This design comes from an exercise in tuning for small area and few clock cycles per item on the open sky130 flow, not from production work. The RTL was checked by simulation tests, not by an equivalence proof against the original design. Power figures rest on the tool's default switching activity, not on a simulated workload.

==> v25: inputs <==
## box_redact_blend_mosaic_core
module box_redact_blend_mosaic_core (
  input  wire logic                             clk_i,
  input  wire logic                             rst_ni,
  input  wire logic                             cfg_we_i,
  input  wire logic [brbm_pkg::CFG_IDX_W-1:0]   cfg_index_i,
  input  wire logic [brbm_pkg::CFG_DATA_W-1:0]  cfg_data_i,
  input  wire logic                             in_valid_i,
  output logic                                  in_stall_o,
  input  wire logic [brbm_pkg::COORD_W-1:0]     col_i,
  input  wire logic [brbm_pkg::COORD_W-1:0]     row_index_i,
  input  wire logic [brbm_pkg::SAMPLE_W-1:0]    luma_in_i,
  input  wire logic [brbm_pkg::SAMPLE_W-1:0]    cb_in_i,
  input  wire logic [brbm_pkg::SAMPLE_W-1:0]    cr_in_i,
  output logic                                  out_valid_o,
  input  wire logic                             out_stall_i,
  output logic [brbm_pkg::SAMPLE_W-1:0]         luma_out_o,
  output logic [brbm_pkg::SAMPLE_W-1:0]         cb_out_o,
  output logic [brbm_pkg::SAMPLE_W-1:0]         cr_out_o
);
clock: 6.5 ns
lec_check: 0
cap_margin: 0
core_margin: 2
core_utilization: 70
gpl_timing_driven: 0
setup_slack_margin: 0.3
slew_margin: 0
standard.sh (not shown) runs the stock make flow with config.mk's settings and CLKGATE_MAP_FILE= SYNTH_SCRIPT=/design/flow/synth_recipe.tcl, a recipe that flattens the netlist after the stock synthesis.
==> flow/flow/run.sh <==
#!/bin/bash
# Layout: the standard flow (standard.sh) with three changes:
#  - synthesis is synth_recipe.tcl unchanged, but ABC maps the logic with an
#    area-oriented script (flow/area.abc); registers are mapped before ABC
#    and are the standard synthesis's;
#  - ports are buffered with the smallest buffer;
#  - the clock tree is built from clkbuf_4/clkbuf_8 without dummy loads,
#    with sink clusters of up to 16 flip-flops.
# Each make run's output goes to its own log file here; ORFS's per-step logs
# are under orfs/logs.
set -euo pipefail
W=$PWD
export MY_ABC_SCRIPT=$W/flow/area.abc
cat "$W/flow/abc_override.tcl" "$W/synth_recipe.tcl" > "$W/my_synth.tcl"
bash "$W/standard.sh" "SYNTH_SCRIPT=$W/my_synth.tcl" \
  "BUFFER_PORTS_ARGS=-inputs -outputs -buffer_cell sky130_fd_sc_hd__buf_1" \
  "CTS_ARGS=-sink_clustering_enable -repair_clock_nets -dont_use_dummy_load -sink_clustering_size 16 -sink_clustering_max_diameter 50 -buf_list {sky130_fd_sc_hd__clkbuf_4 sky130_fd_sc_hd__clkbuf_8}" \
  finish > "$W/make_finish.log" 2>&1
==> flow/flow/abc_override.tcl <==
# Technology mapping with an area-oriented ABC script (MY_ABC_SCRIPT) in place
# of the one the synthesis script names; the rest of the synthesis is the standard flow's.
proc abc {args} {
  set i [lsearch -exact $args -script]
  if {$i >= 0 && [info exists ::env(MY_ABC_SCRIPT)]} {
    lset args [expr {$i + 1}] $::env(MY_ABC_SCRIPT)
  }
  yosys abc {*}$args
}
==> flow/flow/area.abc <==
strash; dch; map -a; topo; dnsize
==> v14: changes against v25 <==
--- a/flow/design.v
+++ b/flow/design.v
@@ -181,15 +181,15 @@
   assign c  = u[8];
 endmodule
 `default_nettype none
 module brbm_corner_store #(
   parameter int DEPTH = 64,
   parameter int AW    = 6,
   parameter int DW    = 24,
-  parameter int NINS  = 2
+  parameter int NINS  = 4
 ) (
   input  wire logic          clk_i,
   input  wire logic          rst_ni,
   input  wire logic          we_i,
   input  wire logic [AW-1:0] addr_i,
   input  wire logic [DW-1:0] wdata_i,
   output logic      [DW-1:0] rdata_o,
@@ -198,59 +198,62 @@
   localparam int GAP = DEPTH / NINS;
   localparam int GW  = $clog2(GAP);
   logic [AW-1:0] ptr_q;
   always_ff @(posedge clk_i or negedge rst_ni) begin
     if (!rst_ni) ptr_q <= '0;
     else         ptr_q <= ptr_q + AW'(1);
   end
+  logic          head_q;
   logic [1:0]    pv_q;
   logic [AW-1:0] pa_q [0:1];
   logic [DW-1:0] pd_q [0:1];
-  logic [AW-1:0] ins_pos [0:1];
-  logic [1:0]    ins_ok;
-  logic          ins, ins_e;
-  logic [AW-1:0] ins_at;
+  logic [AW-1:0] ins_pos;
+  logic          ins;
   logic [DW-1:0] ins_data;
-  always_comb begin
-    for (int e = 0; e < 2; e++) begin
-      ins_pos[e] = pa_q[e] + ptr_q + AW'(1);
-      ins_ok[e]  = pv_q[e] && (ins_pos[e][GW-1:0] == '0);
-    end
-  end
-  assign ins      = |ins_ok;
-  assign ins_e    = !ins_ok[0];
-  assign ins_at   = ins_pos[ins_e];
-  assign ins_data = pd_q[ins_e];
+  assign ins_pos  = pa_q[head_q] + ptr_q + AW'(1);
+  assign ins      = pv_q[head_q] && (ins_pos[GW-1:0] == '0);
+  assign ins_data = pd_q[head_q];
   assign full_o   = (pv_q == 2'b11) && !ins;
   logic [DEPTH*DW-1:0] ring_q, ring_d;
   always_comb begin
     ring_d = {ring_q[(DEPTH-1)*DW-1:0], ring_q[DEPTH*DW-1 -: DW]};
     for (int j = 0; j < NINS; j++) begin
-      if (ins && (ins_at[AW-1:GW] == (AW-GW)'(j))) ring_d[j*GAP*DW +: DW] = ins_data;
+      if (ins && (ins_pos[AW-1:GW] == (AW-GW)'(j))) ring_d[j*GAP*DW +: DW] = ins_data;
     end
   end
   always_ff @(posedge clk_i) begin
     ring_q <= ring_d;
   end
   logic [1:0] hit, left, match, alloc, pv_d;
+  logic       head_d;
   always_comb begin
     for (int e = 0; e < 2; e++) hit[e] = pv_q[e] && (pa_q[e] == addr_i);
-    left = pv_q;
-    if (ins) left[ins_e] = 1'b0;
-    match = we_i ? (hit & left) : 2'b00;
+    left   = pv_q;
+    head_d = head_q;
+    if (ins) begin
+      left[head_q] = 1'b0;
+      head_d       = !head_q;
+    end
+    match = hit & left;
     alloc = '0;
     if (we_i && match == 2'b00) begin
-      if (!left[0]) alloc[0] = 1'b1;
-      else          alloc[1] = 1'b1;
+      if (left == 2'b00) alloc[head_d]  = 1'b1;
+      else               alloc[!head_d] = 1'b1;
     end
+    if (!we_i) match = '0;
     pv_d = left | alloc;
   end
   always_ff @(posedge clk_i or negedge rst_ni) begin
-    if (!rst_ni) pv_q <= '0;
-    else         pv_q <= pv_d;
+    if (!rst_ni) begin
+      pv_q   <= '0;
+      head_q <= 1'b0;
+    end else begin
+      pv_q   <= pv_d;
+      head_q <= head_d;
+    end
   end
   always_ff @(posedge clk_i) begin
     for (int e = 0; e < 2; e++) begin
       if (alloc[e])            pa_q[e] <= addr_i;
       if (alloc[e] | match[e]) pd_q[e] <= wdata_i;
     end
   end
@@ -330,33 +333,22 @@
     end else if (en) begin
       v_q <= take;
     end
   end
   logic in_box, corner;
   logic [3*SAMPLE_W-1:0] pix, rdata;
   assign pix    = {luma_in_i, cb_in_i, cr_in_i};
-  function automatic logic lt13(input logic [EDGE_W-1:0] a, input logic [EDGE_W-1:0] b);
-    logic lt, eq;
-    lt = 1'b0;
-    eq = 1'b1;
-    for (int i = EDGE_W - 1; i >= 0; i--) begin
-      lt = lt | (eq & ~a[i] & b[i]);
-      eq = eq & ~(a[i] ^ b[i]);
-    end
-    lt13 = lt;
-  endfunction
-  assign in_box = !lt13({1'b0, col_i}, {1'b0, box_left_q}) && lt13({1'b0, col_i}, box_right_q) &&
-                  !lt13({1'b0, row_index_i}, {1'b0, box_top_q}) &&
-                  lt13({1'b0, row_index_i}, box_bottom_q);
+  assign in_box = (col_i >= box_left_q) && ({1'b0, col_i} < box_right_q) &&
+                  (row_index_i >= box_top_q) && ({1'b0, row_index_i} < box_bottom_q);
   assign corner = (col_i[5:0] == 6'd0) && (row_index_i[5:0] == 6'd0);
   brbm_corner_store #(
     .DEPTH (64),
     .AW    (6),
     .DW    (3*SAMPLE_W),
-    .NINS  (2)
+    .NINS  (4)
   ) u_store (
     .clk_i   (clk_i),
     .rst_ni  (rst_ni),
     .we_i    (take && corner),
     .addr_i  (col_i[11:6]),
     .wdata_i (pix),
     .rdata_o (rdata),
==> flow/run.sh (new file) <==
#!/bin/bash
# synth_recipe.tcl (not shown) runs the flow's synth.tcl, then flattens the netlist and writes it again
# the make line also repeats each setting of config.mk as NAME=value (left out here)
make -C /OpenROAD-flow-scripts/flow DESIGN_CONFIG=/design/flow/config.mk WORK_HOME=/design/flow/orfs CLKGATE_MAP_FILE= SYNTH_SCRIPT=/design/flow/synth_recipe.tcl finish
Settings changed: CAP_MARGIN 0 to 20, CORE_UTILIZATION 70 to 40, GPL_TIMING_DRIVEN 0 to not set, SETUP_SLACK_MARGIN 0.3 to not set, SLEW_MARGIN 0 to 20.
removed: flow/flow/run.sh
removed: flow/flow/abc_override.tcl
removed: flow/flow/area.abc
removed: flow/standard.sh
==> v36: changes against v25 <==
--- a/flow/design.v
+++ b/flow/design.v
@@ -181,15 +181,15 @@
   assign c  = u[8];
 endmodule
 `default_nettype none
 module brbm_corner_store #(
   parameter int DEPTH = 64,
   parameter int AW    = 6,
   parameter int DW    = 24,
-  parameter int NINS  = 2
+  parameter int NINS  = 4
 ) (
   input  wire logic          clk_i,
   input  wire logic          rst_ni,
   input  wire logic          we_i,
   input  wire logic [AW-1:0] addr_i,
   input  wire logic [DW-1:0] wdata_i,
   output logic      [DW-1:0] rdata_o,
@@ -198,59 +198,62 @@
   localparam int GAP = DEPTH / NINS;
   localparam int GW  = $clog2(GAP);
   logic [AW-1:0] ptr_q;
   always_ff @(posedge clk_i or negedge rst_ni) begin
     if (!rst_ni) ptr_q <= '0;
     else         ptr_q <= ptr_q + AW'(1);
   end
+  logic          head_q;
   logic [1:0]    pv_q;
   logic [AW-1:0] pa_q [0:1];
   logic [DW-1:0] pd_q [0:1];
-  logic [AW-1:0] ins_pos [0:1];
-  logic [1:0]    ins_ok;
-  logic          ins, ins_e;
-  logic [AW-1:0] ins_at;
+  logic [AW-1:0] ins_pos;
+  logic          ins;
   logic [DW-1:0] ins_data;
-  always_comb begin
-    for (int e = 0; e < 2; e++) begin
-      ins_pos[e] = pa_q[e] + ptr_q + AW'(1);
-      ins_ok[e]  = pv_q[e] && (ins_pos[e][GW-1:0] == '0);
-    end
-  end
-  assign ins      = |ins_ok;
-  assign ins_e    = !ins_ok[0];
-  assign ins_at   = ins_pos[ins_e];
-  assign ins_data = pd_q[ins_e];
+  assign ins_pos  = pa_q[head_q] + ptr_q + AW'(1);
+  assign ins      = pv_q[head_q] && (ins_pos[GW-1:0] == '0);
+  assign ins_data = pd_q[head_q];
   assign full_o   = (pv_q == 2'b11) && !ins;
   logic [DEPTH*DW-1:0] ring_q, ring_d;
   always_comb begin
     ring_d = {ring_q[(DEPTH-1)*DW-1:0], ring_q[DEPTH*DW-1 -: DW]};
     for (int j = 0; j < NINS; j++) begin
-      if (ins && (ins_at[AW-1:GW] == (AW-GW)'(j))) ring_d[j*GAP*DW +: DW] = ins_data;
+      if (ins && (ins_pos[AW-1:GW] == (AW-GW)'(j))) ring_d[j*GAP*DW +: DW] = ins_data;
     end
   end
   always_ff @(posedge clk_i) begin
     ring_q <= ring_d;
   end
   logic [1:0] hit, left, match, alloc, pv_d;
+  logic       head_d;
   always_comb begin
     for (int e = 0; e < 2; e++) hit[e] = pv_q[e] && (pa_q[e] == addr_i);
-    left = pv_q;
-    if (ins) left[ins_e] = 1'b0;
-    match = we_i ? (hit & left) : 2'b00;
+    left   = pv_q;
+    head_d = head_q;
+    if (ins) begin
+      left[head_q] = 1'b0;
+      head_d       = !head_q;
+    end
+    match = hit & left;
     alloc = '0;
     if (we_i && match == 2'b00) begin
-      if (!left[0]) alloc[0] = 1'b1;
-      else          alloc[1] = 1'b1;
+      if (left == 2'b00) alloc[head_d]  = 1'b1;
+      else               alloc[!head_d] = 1'b1;
     end
+    if (!we_i) match = '0;
     pv_d = left | alloc;
   end
   always_ff @(posedge clk_i or negedge rst_ni) begin
-    if (!rst_ni) pv_q <= '0;
-    else         pv_q <= pv_d;
+    if (!rst_ni) begin
+      pv_q   <= '0;
+      head_q <= 1'b0;
+    end else begin
+      pv_q   <= pv_d;
+      head_q <= head_d;
+    end
   end
   always_ff @(posedge clk_i) begin
     for (int e = 0; e < 2; e++) begin
       if (alloc[e])            pa_q[e] <= addr_i;
       if (alloc[e] | match[e]) pd_q[e] <= wdata_i;
     end
   end
@@ -330,33 +333,22 @@
     end else if (en) begin
       v_q <= take;
     end
   end
   logic in_box, corner;
   logic [3*SAMPLE_W-1:0] pix, rdata;
   assign pix    = {luma_in_i, cb_in_i, cr_in_i};
-  function automatic logic lt13(input logic [EDGE_W-1:0] a, input logic [EDGE_W-1:0] b);
-    logic lt, eq;
-    lt = 1'b0;
-    eq = 1'b1;
-    for (int i = EDGE_W - 1; i >= 0; i--) begin
-      lt = lt | (eq & ~a[i] & b[i]);
-      eq = eq & ~(a[i] ^ b[i]);
-    end
-    lt13 = lt;
-  endfunction
-  assign in_box = !lt13({1'b0, col_i}, {1'b0, box_left_q}) && lt13({1'b0, col_i}, box_right_q) &&
-                  !lt13({1'b0, row_index_i}, {1'b0, box_top_q}) &&
-                  lt13({1'b0, row_index_i}, box_bottom_q);
+  assign in_box = (col_i >= box_left_q) && ({1'b0, col_i} < box_right_q) &&
+                  (row_index_i >= box_top_q) && ({1'b0, row_index_i} < box_bottom_q);
   assign corner = (col_i[5:0] == 6'd0) && (row_index_i[5:0] == 6'd0);
   brbm_corner_store #(
     .DEPTH (64),
     .AW    (6),
     .DW    (3*SAMPLE_W),
-    .NINS  (2)
+    .NINS  (4)
   ) u_store (
     .clk_i   (clk_i),
     .rst_ni  (rst_ni),
     .we_i    (take && corner),
     .addr_i  (col_i[11:6]),
     .wdata_i (pix),
     .rdata_o (rdata),
==> flow/run.sh (new file) <==
#!/bin/bash
# synth_recipe.tcl (not shown) runs the flow's synth.tcl, then flattens the netlist and writes it again
# the make line also repeats each setting of config.mk as NAME=value (left out here)
make -C /OpenROAD-flow-scripts/flow DESIGN_CONFIG=/design/flow/config.mk WORK_HOME=/design/flow/orfs CLKGATE_MAP_FILE= SYNTH_SCRIPT=/design/flow/synth_recipe.tcl finish
Settings changed: CORE_UTILIZATION 70 to 60, CTS_BUF_LIST set to sky130_fd_sc_hd__clkbuf_4 sky130_fd_sc_hd__clkbuf_8, GPL_TIMING_DRIVEN 0 to not set, SETUP_SLACK_MARGIN 0.3 to not set.
removed: flow/flow/run.sh
removed: flow/flow/abc_override.tcl
removed: flow/flow/area.abc
removed: flow/standard.sh
==> run notes <==
Finish:
- Compared with the post-synthesis result, the final layout area differs by 22.0%.
- In the final layout, clock buffers and inverters account for 8.18% of the cell area.
- With fillers left out, the area of the finished cells amounts to 72700 µm².
- Clock buffers in the final layout number 224.

Synthesis:
- The share of synthesized area in the top cell type comes to 51.6%.
- The portion of netlist area occupied by mux cells is 5.87%.
- The proportion of synthesized chip area in sequential cells is 59.9%.

Die:
- The die extent in x is 390 µm.

Global routing:
- The via count of the first global-routing pass is 45600.
- The number of antenna violations at the first check in global routing is 9.

Timing:
- The routed design could run at a clock period as short as 6.09 ns.

Power and ir drop:
- The largest share of the power goes to combinational logic.
- In this run, power in the clock network comes to 10.4 mW.

Clock network:
- Clock tree synthesis inserted a total of 166 buffers.

Run:
- The number of max-cap violations is 0.

Worst setup path:
- The worst setup path startpoint is col_i[6].
- The top fanout value on the critical path is 15.

Placed design:
- The number of placed instances, taps included, is 7244.

Run status:
- The run finished with no timing, DRC or antenna violations.
Source of the figures above: v14

==> run notes <==
Clock network:
- In this run, CTS created clock tree buffers numbering 282.

Worst setup path:
- On the worst path, the slowest cell contributes a delay of 0.78 ns.
- The worst setup path startpoint is col_i[6].
- In this run the worst path has a maximum fanout of 17.

Run:
- The tool flagged a number of max-cap violations equal to 2.

Finish:
- From synthesis to final layout, the design area changed by 19.5%.
- The fraction of area in clock buffers and inverters is 8.22%.
- The number of clock buffers in the layout is 435.

Timing:
- The number of slew-limit violations in the final report was 10.
- The shortest clock period the worst path allows after layout is 5.93 ns.

Run status:
- In this run the layout check failures are capacitance limit, slew limit.
- The run finished, with violations left.

Synthesis:
- The share of the Yosys chip area taken by registers is 59.9%.

Die:
- The die extent in x is 319 µm.

Global routing:
- The number of antenna violations at the first check in global routing is 16.
Source of the figures above: v36

==> run notes <==
Drt:
- For this run, design rule violations remaining after detail routing come to 0.

Worst setup path:
- The worst setup path startpoint is col_i[7].
- In this run the worst path has a maximum fanout of 12.
- The endpoint of the most critical setup path is data_q[0].

Finish:
- Counting the clock-network buffers in the layout gives 136.
- The fraction of area in clock buffers and inverters is 3.13%.
- The relative area change from synthesis to final layout is 10.2%.

Run status:
- The run finished with no timing, DRC or antenna violations.

Synthesis:
- In the synthesized netlist, mux cells make up 0.166% of the area.
- The proportion of synthesized chip area in sequential cells is 65.7%.
- The compound-cell area share of the yosys netlist is 17.0%.

Power and ir drop:
- Combinational cells consume a total of 9.34 mW.

Timing:
- The shortest clock period the worst path allows after layout is 6.20 ns.

Global routing:
- The via count of the first global-routing pass is 37400.
- The met2 global-route usage is 59.8%.
- The number of antenna violations at the first check in global routing is 6.

Clock network:
- The number of clock buffers added by TritonCTS is 136.

Die:
- The die extent in x is 283 µm.

Run:
- The number of max-cap violations is 0.
Source of the figures above: v25

Testbench counts of v25, summed over its fixed seeds: cycles 66,790, items 65,536.
Testbench counts of v14, summed over its fixed seeds: cycles 66,591, items 65,536.
Testbench counts of v36, summed over its fixed seeds: cycles 66,591, items 65,536.

re-timing with driven ports:
The flow's constraints put no driver on any port. The routed layouts listed below were extracted and timed again, unchanged, in two steps. Step 1, drivers: a clkbuf_16 drives clk_i and a buf_2 each remaining input, both assumed. Step 2 moves the port delays by t, midway between the first and last clock arrival at a register: inputs arrive t later, outputs are due t later. That takes back most of the time a late clock gives input paths. Three values: ideal ports, drivers, drivers and shift; two values: the first two.
run | t (ns) | setup slack, ns | hold WS [ns] | worst setup path after step 2
v25 | 0.854 | 0.305 / 0.345 / -0.509 | 0.306 / 0.306 / 0.306 | input to register
v14 | 0.884 | 0.410 / 0.443 / -0.441 | 0.283 / 0.283 / 0.283 | input to register
v36 | 1.002 | 0.572 / 0.576 / -0.426 | 0.291 / 0.291 / 0.291 | input to register
The setup slack of v36, which loses most, moves by +0.004 ns with the drivers and by -0.998 ns with both steps.
